This design comes from an exercise in tuning for small area, a short achievable clock period and few clock cycles on the open sky130 flow, not from production work.
No activity file was given, so power comes from the tool's default toggle rates.

red:
Design alu_unit, start of the top module:
module alu_unit (
	input  logic                           clk,
	input  logic                           rst,
	input  logic [alu_pkg::word_width-1:0] bus_in,
	input  logic                           y_load,
	input  alu_pkg::alu_op_t               op,
	input  logic                           op_valid,
	output logic [alu_pkg::word_width-1:0] z_hi,
	output logic [alu_pkg::word_width-1:0] z_lo,
	output logic                           done,
	output logic                           busy
);
	logic        accept;
	logic        acc_mul;
	logic        is_sub;
	logic        is_left;
	logic [31:0] b_r;
	logic        yl_r;
	logic [31:0] a_r;
	logic        f_sub, cin_r;
	logic        f_sum, f_and, f_or, f_not, f_sh;
	logic        f_left, f_shift, f_arith, f_big;
	logic [4:0]  f_k;
	logic        vn;
	logic        m1, ph2, ph3, ph4, ph5;
	logic [31:0] y;
	logic [31:0] b_raw;
	logic [31:0] y_next;
	logic        s32;
	logic [32:0] cs;
	logic [7:0]  sl, cl;
	logic        k;
	logic [3:0]  e_one, e_two, e_neg;
	logic [3:0]  n_one, n_two, n_neg;
	logic [3:0]  i_one, i_two, i_neg;
	logic        step;
	logic        step_more;
	logic [31:0] src;
	logic [32:0] negs;
	logic [32:0] st_s_in, st_c_in;
	logic [32:0] st_s, st_c;
	logic [7:0]  st_sl, st_cl;
	logic [8:0]  lo_sum;
	logic [7:0]  lo_byte;
	logic [39:0] add_a, add_b, add_sum;
	logic [31:0] shift_c;
	logic [31:0] result;
	assign accept  = op_valid & ~busy;
	assign acc_mul = accept & (op == op_mul);
	assign is_sub  = (op == op_sub) | (op == op_neg);
	assign is_left = (op == op_shl) | (op == op_rol);
	always_ff @(posedge clk) begin
		if (rst) begin
			yl_r <= 1'b0;
			vn   <= 1'b0;
			m1   <= 1'b0;
			ph2  <= 1'b0;
			ph3  <= 1'b0;
			ph4  <= 1'b0;
			ph5  <= 1'b0;
			busy <= 1'b0;
			done <= 1'b0;
		end else begin
			yl_r <= y_load & ~busy;
			vn   <= accept & (op != op_mul);
			m1   <= acc_mul;
			ph2  <= m1;
			ph3  <= ph2;
			ph4  <= ph3;
			ph5  <= ph4;
			busy <= acc_mul | m1 | ph2 | ph3;
  ...
Size in the first run: about 250 flip-flops, ~110 I/O pins, ~21000 um2 of cells after synthesis.
export LEC_CHECK = 0
export CAP_MARGIN = 20
export CORE_MARGIN = 2
export CORE_UTILIZATION = 40
export GPL_TIMING_DRIVEN = 0
export SETUP_SLACK_MARGIN = 3.6
export SLEW_MARGIN = 20
export TNS_END_PERCENT = 1
export DONT_USE_CELLS = sky130_fd_sc_hd__fa_1 sky130_fd_sc_hd__fa_2 sky130_fd_sc_hd__fa_4 sky130_fd_sc_hd__ha_1 sky130_fd_sc_hd__ha_2 sky130_fd_sc_hd__ha_4
create_clock -name core_clock -period 6.0 [get_ports {clk}]
standard.sh (not shown) runs the stock make flow with config.mk's settings and CLKGATE_MAP_FILE= SYNTH_SCRIPT=/design/flow/synth_recipe.tcl, a recipe that flattens the netlist after the stock synthesis.
==> flow/flow/run.sh <==
#!/bin/bash
# The standard layout (the standard.sh: the same ORFS synthesis script,
# floorplan, placement, CTS and routing) with two changes:
#  - the full and half adder cells are put on the don't-use list (added to
#    config.mk, ahead of the platform's own list), so synthesis leaves adders
#    as plain gates for abc to map: a faster carry-save tree than the slow
#    fa/ha cells give, with the same registers;
#  - the port buffers that placement inserts are buf_1 cells instead of the
#    delay buffer the resizer picks by default.
# make's full output goes to flow_make.log; ORFS keeps each tool's log under
# orfs/logs/.
set -euo pipefail
printf '\nexport DONT_USE_CELLS = sky130_fd_sc_hd__fa_1 sky130_fd_sc_hd__fa_2 sky130_fd_sc_hd__fa_4 sky130_fd_sc_hd__ha_1 sky130_fd_sc_hd__ha_2 sky130_fd_sc_hd__ha_4\n' >> config.mk
export BUFFER_PORTS_ARGS="-buffer_cell sky130_fd_sc_hd__buf_1"
bash standard.sh > flow_make.log 2>&1
The inputs of blue differ from those of red as listed below.
- a deleted GPL_TIMING_DRIVEN that had been 0
- a change of SETUP_SLACK_MARGIN from 3.6 to 3.2
Compared blue vs red, and total of clock buffers placed in the layout is up in blue. Sequential power (blue over red): increase, about 6%. Per the comparison of blue with red, data required time at the worst endpoint was more or less identical; routed wire length went down by about 13%; worst clock skew on the final layout went up by 0.0081 ns.
Here is what was changed in the inputs of green compared with blue.
- swapping 3.2 for 3.6 in SETUP_SLACK_MARGIN
- putting ABC_AREA at 1 where nothing was set
- swapping 1 for 5 in TNS_END_PERCENT
Findings:
Comparing blue and green, the higher internal power component was measured on blue. Floorplan row count: green vs blue up 11%. The post-synthesis to final-layout area growth reported for green is smaller than that of blue by 2.0 points. Initial core utilization, blue and green: larger value in green. blue was smaller in final cell area than green. In green the horizontal extent of the die turned out 11% higher than in blue. Comparing blue and green, the higher post-cts repair resize count was measured on blue. Comparing blue and green, the lower largest vdd supply drop is on blue.
Inputs modified between green and orange:
- TNS_END_PERCENT: 5 -> 1
- ABC_AREA: 1 -> unset
- CORE_UTILIZATION: 40 -> 50
- green vs orange, beginning of the critical path: z_lo[13] vs b_r[18]
- orange: logic gate share of total power higher than green
- Summary — share of cell area taken by muxes after synthesis, orange relative to green: higher, by 8.0 points.
- As of orange, via count of the routed design had fallen by more than a quarter compared to green.
- orange has count of buffers added by post-CTS timing repair for setup above what green had.
- Diff green -> orange | maximum number of pins on one net before global-route repair | decrease of about 6%
- In orange, post-synthesis to final-layout area growth is higher than in green.
- Per the comparison of orange with green, area of the placeable core fell 23000 um2, clock share of power rose 0.9 points, wire length on met2 fell 19%.
- [compare] base=green new=orange: sequential fraction of the synthesis area went up 4.6 points; data required time of the worst path went up 1.63 ns.
No run of this note included a check of the RTL's function; only the layout flow was run.

[re-timing with driven ports]
How much do the figures lean on ideal ports? The routed layouts below were timed once more, with nothing changed but the port constraints.
Step 1: set_driving_cell puts a clkbuf_16 on clk and a buf_2 on each other input, an assumption about the parent block.
Step 2 times the ports against the registers' clock, not the clock port: input delays grow and output delays shrink by t, the midpoint of the rising clock arrivals with the driver on.
a / b / c = no drivers / after step 1 / after step 2; a / b = the first two.
run	shift t [ns]	setup WS [ns]	worst setup path at the end	slew at the worst register clock pin (ns)
red	0.664	2.957 / 2.957 / 2.388	input to register	0.07 / 0.07
blue	0.613	3.008 / 3.008 / 2.894	input to register	0.07 / 0.07
green	0.644	3.550 / 3.490 / 3.091	input to register	0.07 / 0.07
orange	0.595	2.920 / 2.920 / 2.840	input to register	0.06 / 0.06
After both steps setup and hold are still met in every run listed. The setup slack of red, which loses most, moves by 0.000 ns with the drivers and by -0.569 ns with both steps.
